Background: an optimization exercise with open tools, aiming at small area and a short achievable clock period. Do not read the settings as production practice.
The RTL was checked by simulation tests, not by an equivalence proof against the original design.
No activity file was given, so power comes from the tool's default toggle rates.

==> design/flow/design.v <==
`timescale 1ns/1ns
package cache_pkg;
	localparam int num_ways = 8;
	localparam int num_sets = 8;
	localparam int block_bytes = 8;
	localparam int addr_w = 32;
	localparam int halt_w = 4;
	localparam int way_w = $clog2(num_ways);
	localparam int set_w = $clog2(num_sets);
	localparam int offset_w = $clog2(block_bytes);
	localparam int tag_w = addr_w - halt_w - set_w - offset_w;
	localparam int block_w = block_bytes * 8;
	localparam int offset_lsb = 0;
	localparam int index_lsb = offset_w;
	localparam int halt_lsb = offset_w + set_w;
	localparam int tag_lsb = offset_w + set_w + halt_w;
endpackage
`timescale 1ns/1ns
import cache_pkg::*;
module way_store
(
	input  logic clk,
	input  logic reset,
	input  logic [set_w-1:0] index,
	input  logic [offset_w-1:0] offset,
	input  logic write_en,
	input  logic fill,
	input  logic [tag_w-1:0] tag,
	input  logic [halt_w-1:0] halt_tag,
	input  logic [block_w-1:0] write_data,
	input  logic [7:0] write_byte,
	output logic entry_valid,
	output logic [halt_w-1:0] entry_halt,
	output logic [tag_w-1:0] entry_tag,
	output logic [block_w-1:0] entry_data
);
	logic [num_sets-1:0] valid_q;
	logic [halt_w-1:0] halt_q [num_sets];
	logic [tag_w-1:0] tag_q [num_sets];
	logic [block_w-1:0] data_q [num_sets];
	logic do_fill;
	logic do_byte;
	assign do_fill = write_en && fill;
	assign do_byte = write_en && !fill;
	always_ff @(posedge clk)
	begin
		if (reset)
		begin
			valid_q <= '0;
		end
		else if (do_fill)
		begin
			valid_q[index] <= 1'b1;
		end
	end
	always_ff @(posedge clk)
	begin
		if (do_fill)
		begin
			halt_q[index] <= halt_tag;
			tag_q[index] <= tag;
		end
	end
	always_ff @(posedge clk)
	begin
		if (do_fill)
		begin
			data_q[index] <= write_data;
		end
		else if (do_byte)
		begin
			data_q[index][{offset, 3'b000} +: 8] <= write_byte;
		end
	end
	assign entry_valid = valid_q[index];
	assign entry_halt = halt_q[index];
	assign entry_tag = tag_q[index];
	assign entry_data = data_q[index];
endmodule
`timescale 1ns/1ns
import cache_pkg::*;
module hit_logic
(
	input  logic [num_ways-1:0] entries_valid,
	input  logic [num_ways*halt_w-1:0] entries_halt,
	input  logic [num_ways*tag_w-1:0] entries_tag,
	input  logic [num_ways*block_w-1:0] entries_data,
	input  logic [tag_w-1:0] addr_tag,
	input  logic [halt_w-1:0] addr_halt,
	input  logic [offset_w-1:0] offset,
	output logic [num_ways-1:0] hit_mask,
	output logic [way_w-1:0] hit_way,
	output logic hit,
	output logic halt_hit,
	output logic [7:0] read_data
);
	logic [num_ways-1:0] active;
	logic [block_w-1:0] hit_block;
	always_comb
	begin
		for (int w = 0; w < num_ways; w++)
		begin
			active[w] = entries_valid[w] && (entries_halt[w*halt_w +: halt_w] == addr_halt);
		end
	end
	always_comb
	begin
		for (int w = 0; w < num_ways; w++)
		begin
			hit_mask[w] = active[w] && (entries_tag[w*tag_w +: tag_w] == addr_tag);
		end
	end
	assign halt_hit = |active;
	assign hit = |hit_mask;
	always_comb
	begin
		hit_way = '0;
		for (int w = num_ways - 1; w >= 0; w--)
		begin
			if (hit_mask[w])
			begin
				hit_way = w[way_w-1:0];
			end
		end
	end
	assign hit_block = entries_data[hit_way*block_w +: block_w];
	always_comb
	begin
		if (hit)
		begin
			read_data = hit_block[{offset, 3'b000} +: 8];
		end
		else
		begin
			read_data = '0;
		end
	end
endmodule
`timescale 1ns/1ns
import cache_pkg::*;
module lru_matrix
(
	input  logic clk,
	input  logic reset,
	input  logic [set_w-1:0] index,
	input  logic touch,
	input  logic [way_w-1:0] touch_way,
	output logic [way_w-1:0] lru_way
);
	logic [num_ways*num_ways-1:0] mat_q [num_sets];
	logic [num_ways*num_ways-1:0] cur_rows;
	logic [num_ways*num_ways-1:0] next_rows;
	logic [num_ways-1:0] row_empty;
	assign cur_rows = mat_q[index];
	always_comb
	begin
		for (int r = 0; r < num_ways; r++)
		begin
			row_empty[r] = (cur_rows[r*num_ways +: num_ways] == '0);
		end
	end
	always_comb
	begin
		for (int r = 0; r < num_ways; r++)
		begin
			if (r[way_w-1:0] == touch_way)
			begin
				next_rows[r*num_ways +: num_ways] = '1;
			end
			else
			begin
				next_rows[r*num_ways +: num_ways] = cur_rows[r*num_ways +: num_ways];
			end
			next_rows[r*num_ways + touch_way] = 1'b0;
		end
	end
	always_comb
	begin
		logic found;
		found = 1'b0;
		lru_way = '0;
		for (int r = 0; r < num_ways; r++)
		begin
			if (!found && row_empty[r])
			begin
				lru_way = r[way_w-1:0];
				found = 1'b1;
			end
		end
	end
	always_ff @(posedge clk)
	begin
		if (reset)
		begin
			for (int s = 0; s < num_sets; s++)
			begin
				mat_q[s] <= '0;
			end
		end
		else if (touch)
		begin
			mat_q[index] <= next_rows;
		end
	end
endmodule
`timescale 1ns/1ns
import cache_pkg::*;
module victim_select
(
	input  logic [num_ways-1:0] entries_valid,
	input  logic [way_w-1:0] lru_way,
	input  logic hit,
	input  logic [way_w-1:0] hit_way,
	input  logic read_signal,
	input  logic write_signal,
	output logic [num_ways-1:0] write_mask,
	output logic touch,
	output logic [way_w-1:0] touch_way
);
	logic [way_w-1:0] invalid_way;
	logic have_invalid;
	logic [way_w-1:0] victim_way;
	logic read_hit_access;
	always_comb
	begin
		have_invalid = 1'b0;
		invalid_way = '0;
		for (int w = 0; w < num_ways; w++)
		begin
			if (!have_invalid && !entries_valid[w])
			begin
				invalid_way = w[way_w-1:0];
				have_invalid = 1'b1;
			end
		end
	end
	assign victim_way = have_invalid ? invalid_way : lru_way;
	assign read_hit_access = read_signal && hit;
	assign touch = read_signal || write_signal;
	assign touch_way = hit ? hit_way : victim_way;
	always_comb
	begin
		write_mask = '0;
		if (touch && !read_hit_access)
		begin
			write_mask[touch_way] = 1'b1;
		end
	end
endmodule
`timescale 1ns/1ns
import cache_pkg::*;
module cache_top
(
	input  logic clk,
	input  logic reset,
	input  logic [addr_w-1:0] address,
	input  logic read_signal,
	input  logic write_signal,
	input  logic [block_w-1:0] write_data,
	input  logic [7:0] write_byte,
	output logic read_hit,
	output logic write_hit,
	output logic [7:0] read_data,
	output logic hit,
	output logic halt_hit
);
	logic [tag_w-1:0] addr_tag;
	logic [halt_w-1:0] addr_halt;
	logic [set_w-1:0] addr_index;
	logic [offset_w-1:0] addr_offset;
	assign addr_tag = address[tag_lsb +: tag_w];
	assign addr_halt = address[halt_lsb +: halt_w];
	assign addr_index = address[index_lsb +: set_w];
	assign addr_offset = address[offset_lsb +: offset_w];
	logic [num_ways-1:0] entries_valid;
	logic [num_ways*halt_w-1:0] entries_halt;
	logic [num_ways*tag_w-1:0] entries_tag;
	logic [num_ways*block_w-1:0] entries_data;
	logic [num_ways-1:0] hit_mask;
	logic [num_ways-1:0] write_mask;
	logic [way_w-1:0] hit_way;
	logic [way_w-1:0] lru_way;
	logic [way_w-1:0] touch_way;
	logic touch;
	genvar w;
	generate
		for (w = 0; w < num_ways; w++)
		begin : g_way
			way_store u_way (
				.clk(clk),
				.reset(reset),
				.index(addr_index),
				.offset(addr_offset),
				.write_en(write_mask[w]),
				.fill(!hit_mask[w]),
				.tag(addr_tag),
				.halt_tag(addr_halt),
				.write_data(write_data),
				.write_byte(write_byte),
				.entry_valid(entries_valid[w]),
				.entry_halt(entries_halt[w*halt_w +: halt_w]),
				.entry_tag(entries_tag[w*tag_w +: tag_w]),
				.entry_data(entries_data[w*block_w +: block_w])
			);
		end
	endgenerate
	hit_logic u_hit (
		.entries_valid(entries_valid),
		.entries_halt(entries_halt),
		.entries_tag(entries_tag),
		.entries_data(entries_data),
		.addr_tag(addr_tag),
		.addr_halt(addr_halt),
		.offset(addr_offset),
		.hit_mask(hit_mask),
		.hit_way(hit_way),
		.hit(hit),
		.halt_hit(halt_hit),
		.read_data(read_data)
	);
	lru_matrix u_lru (
		.clk(clk),
		.reset(reset),
		.index(addr_index),
		.touch(touch),
		.touch_way(touch_way),
		.lru_way(lru_way)
	);
	victim_select u_victim (
		.entries_valid(entries_valid),
		.lru_way(lru_way),
		.hit(hit),
		.hit_way(hit_way),
		.read_signal(read_signal),
		.write_signal(write_signal),
		.write_mask(write_mask),
		.touch(touch),
		.touch_way(touch_way)
	);
	assign read_hit = hit && read_signal;
	assign write_hit = hit && write_signal && !read_signal;
endmodule
==> design/flow/run.sh <==
#!/bin/bash
# synth_recipe.tcl (not shown) runs the flow's synth.tcl, then flattens the netlist and writes it again
# the make line also repeats each setting of config.mk as NAME=value (left out here)
make -C /OpenROAD-flow-scripts/flow DESIGN_CONFIG=/design/flow/config.mk WORK_HOME=/design/flow/orfs CLKGATE_MAP_FILE= SYNTH_SCRIPT=/design/flow/synth_recipe.tcl finish
==> design/flow/config.mk <==
export PLATFORM = sky130hd
export DESIGN_NAME = cache_top
export DESIGN_NICKNAME = cache_top
export VERILOG_FILES = /design/flow/design.v
export SDC_FILE = /design/flow/constraint.sdc
export NUM_CORES = 4
export LEC_CHECK = 0
export CAP_MARGIN = 20
export CORE_MARGIN = 2
export CORE_UTILIZATION = 35
export SETUP_SLACK_MARGIN = 0.3
export SLEW_MARGIN = 20
==> design/flow/constraint.sdc <==
create_clock -name core_clock -period 11.0 [get_ports {clk}]
set_input_delay 2.2000 -clock core_clock [delete_from_list [all_inputs] [get_ports {clk}]]
set_output_delay 2.2000 -clock core_clock [all_outputs]
set_load 0.01 [all_outputs]
==> impl_metrics.xml <==
<?xml version="1.0" encoding="UTF-8"?>
<metrics>
  <group name="outcome">
    <metric name="run_status" unit="">complete, no violations</metric>
  </group>
  <group name="detailed_routing">
    <metric name="vias" unit="">160174</metric>
    <metric name="via_per_inst" unit="">6.009</metric>
    <metric name="drt-initial-drc-count" unit="">24752</metric>
    <metric name="finalWirelength" unit="um">890600</metric>
    <metric name="routedWlPerCell" unit="um">33.41</metric>
    <metric name="drcViolationCount" unit="">0</metric>
    <metric name="route.antenna.remaining_nets" unit="">0</metric>
    <metric name="firstDrtPassIters" unit="">6</metric>
  </group>
  <group name="floorplanning">
    <metric name="ios" unit="">120</metric>
    <metric name="die-width" unit="um">855.1</metric>
    <metric name="fp.coreArea" unit="mm2">0.7218</metric>
    <metric name="floorplan.initialDensity" unit="">0.3513</metric>
    <metric name="chipHeight" unit="um">855.1</metric>
    <metric name="overall_die_area" unit="mm2">0.7313</metric>
    <metric name="rows" unit="">312</metric>
  </group>
  <group name="logic_synthesis">
    <metric name="syn_inst" unit="">15158</metric>
    <metric name="yosysWarnings" unit="">4</metric>
    <metric name="syn_nets" unit="">15276</metric>
    <metric name="synth.yosys.seq_area_share" unit="">0.7479</metric>
    <metric name="ys_ff_latch" unit="">6336</metric>
    <metric name="syn-mean-instance-area" unit="um2">16.73</metric>
    <metric name="synth_top_flop_cell" unit="">sky130_fd_sc_hd__edfxtp_1</metric>
    <metric name="synth_edf_count" unit="">6272</metric>
    <metric name="synthDistinctLibCells" unit="">115</metric>
    <metric name="synthesis.area" unit="mm2">0.2536</metric>
    <metric name="postSynth.asyncResetShare" unit="">0</metric>
  </group>
  <group name="critical_path">
    <metric name="critPathLaunchType" unit="">input pin</metric>
    <metric name="critPathMaxFanout" unit="">17</metric>
    <metric name="critPathKind" unit="">in -&gt; out</metric>
    <metric name="cp.arrival" unit="ns">8.64</metric>
    <metric name="worst_path_max_delay_cell" unit="">sky130_fd_sc_hd__nor4_1</metric>
    <metric name="worst_setup_path_end_kind" unit="">output pin</metric>
    <metric name="slowest_delay" unit="ns">0.64</metric>
    <metric name="critical-path-top-delay-family" unit="">buffers and inverters</metric>
    <metric name="worst_ep_required" unit="ns">8.80</metric>
    <metric name="worstPathBufferInverterCount" unit="">12</metric>
    <metric name="most_prevalent_standard_cell_on_the_critical_path" unit="">sky130_fd_sc_hd__buf_4</metric>
  </group>
  <group name="clock_tree">
    <metric name="clock_latency" unit="ns">1.14</metric>
    <metric name="ctsLongestPathBuffers" unit="">4</metric>
    <metric name="cts.sinks" unit="">6336</metric>
    <metric name="post_cts_hold_buffer_count" unit="">0</metric>
    <metric name="tritoncts_clock_tree" unit="">built</metric>
    <metric name="cts.clk_slew.worst_paths" unit="ns">0.06</metric>
    <metric name="cts.htree.levels" unit="">6</metric>
    <metric name="cts_root_buf" unit="">sky130_fd_sc_hd__clkbuf_16</metric>
    <metric name="cts-buffers-inserted" unit="">628</metric>
  </group>
  <group name="worst_hold_path">
    <metric name="holdCritPathClass" unit="">reg -&gt; reg</metric>
  </group>
  <group name="global_routing">
    <metric name="grt_usage" unit="">0.2336</metric>
    <metric name="antenna_violations_before_repair" unit="">122</metric>
    <metric name="number_of_global_route_vias_before_repair" unit="">151488</metric>
    <metric name="grt_max_degree" unit="">101</metric>
    <metric name="grt_pass1_wl" unit="um">1219000</metric>
    <metric name="total_gr_overflow" unit="">0</metric>
  </group>
  <group name="timing">
    <metric name="max_freq" unit="MHz">92.23</metric>
    <metric name="period_needed" unit="ns">10.84</metric>
    <metric name="fin_skew" unit="ns">0.07607</metric>
    <metric name="final_hold_viol_count" unit="">0</metric>
    <metric name="setup_total_negative_slack" unit="ns">0</metric>
    <metric name="rsz_0062_raised_after_global_routing" unit="">yes</metric>
    <metric name="worstMarginPinSlew" unit="ns">1.295</metric>
    <metric name="timing.final.setup_violations" unit="">0</metric>
    <metric name="period_share" unit="">0.9857</metric>
    <metric name="slew_violations" unit="">0</metric>
    <metric name="slew_headroom" unit="">0.1285</metric>
  </group>
  <group name="power_and_ir_drop">
    <metric name="power_consumption" unit="uW">51340</metric>
    <metric name="cellLeakagePower" unit="uW">0.09677</metric>
    <metric name="power.density" unit="mW/mm2">171.9</metric>
    <metric name="ir_worst_vdd" unit="mV">0.1886</metric>
  </group>
  <group name="placement">
    <metric name="dp_cells" unit="">25384</metric>
    <metric name="detailedPlacementHpwl" unit="um">555800</metric>
    <metric name="dpl-instance-area" unit="mm2">0.2771</metric>
    <metric name="io_buffers" unit="">119</metric>
    <metric name="gpl.final_weighted_congestion" unit="">0.9486</metric>
  </group>
  <group name="final_layout">
    <metric name="drive_above_1_share" unit="">0.2509</metric>
    <metric name="layout.nets" unit="">16629</metric>
    <metric name="area.growth.synth_to_final" unit="%">17.82</metric>
    <metric name="most-common-layout-cells" unit="">6272 x sky130_fd_sc_hd__edfxtp_1, 1505 x sky130_fd_sc_hd__buf_4, 1376 x sky130_fd_sc_hd__o22ai_1, 1359 x sky130_fd_sc_hd__nor2_1, 984 x sky130_fd_sc_hd__mux2_2</metric>
    <metric name="stdcell_count" unit="">26656</metric>
    <metric name="finalInstanceArea" unit="mm2">0.2987</metric>
    <metric name="layout.cells.most_common" unit="">sky130_fd_sc_hd__edfxtp_1</metric>
  </group>
  <group name="job">
    <metric name="maxCapViolations" unit="">0</metric>
  </group>
</metrics>
## metal layers
layer  track usage  wire (um)
met1        0.3181     336400
met2        0.3557     397700
met3       0.05970     112700
met4       0.09921      43390
met5             0        373
## final timing paths
kind	startpoint	endpoint	slack (ns)	cells past startpoint
max	address[3]	read_data[1]	0.16	26
min	g_way[6].u_way.valid_q[6]	g_way[6].u_way.valid_q[6]	0.45	2
max reg2reg	g_way[3].u_way.tag_q[7][8]	g_way[5].u_way.data_q[0][11]	3.43	19
min reg2reg	g_way[6].u_way.valid_q[6]	g_way[6].u_way.valid_q[6]	0.45	2
## report_power, final
part | internal (uW) | switching (uW) | leakage (uW) | total (uW)
clock | 11600 | 9480 | 0.00957 | 21100
combinational | 1030 | 2500 | 0.0296 | 3530
sequential | 26700 | 39.7 | 0.0576 | 26700
total | 39300 | 12000 | 0.0968 | 51300
## synthesized netlist by cell type (35+ instances only)
| cell type | n | area share |
|---|---|---|
| sky130_fd_sc_hd__edfxtp_1 | 6272 | 0.74 |
| sky130_fd_sc_hd__nor2_1 | 1400 | 0.021 |
| sky130_fd_sc_hd__o22ai_1 | 1378 | 0.034 |
| sky130_fd_sc_hd__mux2_2 | 984 | 0.044 |
| sky130_fd_sc_hd__clkbuf_1 | 622 | 0.0092 |
| sky130_fd_sc_hd__mux2i_1 | 565 | 0.022 |
| sky130_fd_sc_hd__a21oi_1 | 357 | 0.0070 |
| sky130_fd_sc_hd__mux4_2 | 310 | 0.028 |
| sky130_fd_sc_hd__o221ai_1 | 310 | 0.011 |
| sky130_fd_sc_hd__nand2_1 | 270 | 0.0040 |
| sky130_fd_sc_hd__nor4_1 | 215 | 0.0053 |
| sky130_fd_sc_hd__o21ai_0 | 210 | 0.0041 |
| sky130_fd_sc_hd__buf_1 | 205 | 0.0030 |
| sky130_fd_sc_hd__buf_2 | 159 | 0.0031 |
| sky130_fd_sc_hd__a22oi_1 | 148 | 0.0044 |
| sky130_fd_sc_hd__a221oi_1 | 119 | 0.0041 |
| sky130_fd_sc_hd__xnor2_1 | 105 | 0.0036 |
| sky130_fd_sc_hd__nor3_1 | 99 | 0.0020 |
| sky130_fd_sc_hd__nand3_1 | 90 | 0.0018 |
| sky130_fd_sc_hd__or4_1 | 85 | 0.0025 |
| sky130_fd_sc_hd__a221o_1 | 66 | 0.0026 |
| sky130_fd_sc_hd__dfxtp_1 | 64 | 0.0051 |
| sky130_fd_sc_hd__mux2_1 | 61 | 0.0027 |
| sky130_fd_sc_hd__nand2b_1 | 60 | 0.0015 |
| sky130_fd_sc_hd__buf_4 | 54 | 0.0016 |
| sky130_fd_sc_hd__inv_1 | 49 | 0.00073 |
| sky130_fd_sc_hd__xor2_1 | 49 | 0.0017 |
| sky130_fd_sc_hd__a211oi_1 | 48 | 0.0014 |
| sky130_fd_sc_hd__a22o_1 | 44 | 0.0015 |
| sky130_fd_sc_hd__nand4_1 | 38 | 0.00094 |
| sky130_fd_sc_hd__o21ai_1 | 38 | 0.00075 |
| sky130_fd_sc_hd__o22a_1 | 37 | 0.0013 |
| sky130_fd_sc_hd__and3_1 | 36 | 0.00089 |
| sky130_fd_sc_hd__and2_1 | 35 | 0.00086 |
| sky130_fd_sc_hd__buf_6 | 35 | 0.0016 |
## kinds of logic (layout without fill, tap and decap cells)
group | Yosys count | count (layout) | share of synthesized area
AND/OR/NAND/NOR | 2573 | 2573 | 0.04856
flip-flops | 6336 | 6336 | 0.7479
buffers and inverters | 1146 | 2988 | 0.02031
AO/OA/AOI/OAI | 3003 | 3003 | 0.08025
other | 0 | 79 | 0
multiplexers | 1936 | 1936 | 0.09720
adder cells (fa/ha/maj) | 10 | 10 | 0.0004935
XOR/XNOR | 154 | 154 | 0.005320
## area by class of cell
cell class | count | area [um2]
fill | 64145 | 423100
sequential | 6336 | 189600
multi-input combinational | 7676 | 60390
timing repair buffer | 1809 | 16510
clock buffer | 790 | 16480
tap | 9577 | 11980
clock inverter | 329 | 3271
inverter | 58 | 265.3
antenna | 79 | 197.7
timing repair inverter | 2 | 20.02
## sequential cells by signal, summed over array words and instances (netlist names)
register and flops:
u_lru.mat_q 512, g_way.u_way.tag_q 1408, g_way.u_way.valid_q 64, g_way.u_way.halt_q 256, g_way.u_way.data_q 4096
## what timing repair did
action,CTS,global route
setup buffers,26,36
pin swaps,10,23
gates resized for setup,102,75
endpoints found under the setup margin,8,8
gates cloned,8,4
## metrics by stage
step / hold WS [ns] / setup WS, ns / utilization
global route: 0.4753 / 0.2729 / 0.4136
global placement: 0.4325 / -0.9922 / 0.3837
floorplan: 0.4249 / 1.726 / -
detailed placement: 0.4383 / -1.012 / 0.3839
CTS: 0.4475 / 0.2891 / 0.4125
finish: 0.4482 / 0.1573 / 0.4139
## tightest hold or removal path, stage by stage, from the launching register on
cell and delay, ns:
sky130_fd_sc_hd__dfxtp_1 0.31, sky130_fd_sc_hd__inv_1 0.05, sky130_fd_sc_hd__a21oi_1 0.05

-- separate check: timing with driven ports --
No port has a modelled driver above. Below, the same layout with a new extraction and two added sets of constraints. Step 1: set_driving_cell puts a clkbuf_16 on clk and a buf_2 on each other input, an assumption about the parent block. Step 2, shift: input delay + t, output delay - t, t = (earliest + latest rising clock arrival at the registers) / 2. This alone moves slack from input paths to output paths. Three values: ideal ports, drivers, drivers and shift; two values: the first two.
shift t [ns]: 1.221
slack for setup (ns): 0.157 / -0.063 / -0.063
worst hold slack (ns): 0.448 / 0.448 / 0.448
clock arrival spread, ns: 0.076 / 0.076
pins driven straight from the clock port: 1
Met with ideal ports but missed after step 2: setup timing in this run. For this run, drivers alone change the setup slack by -0.220 ns; drivers and shift together by -0.220 ns.
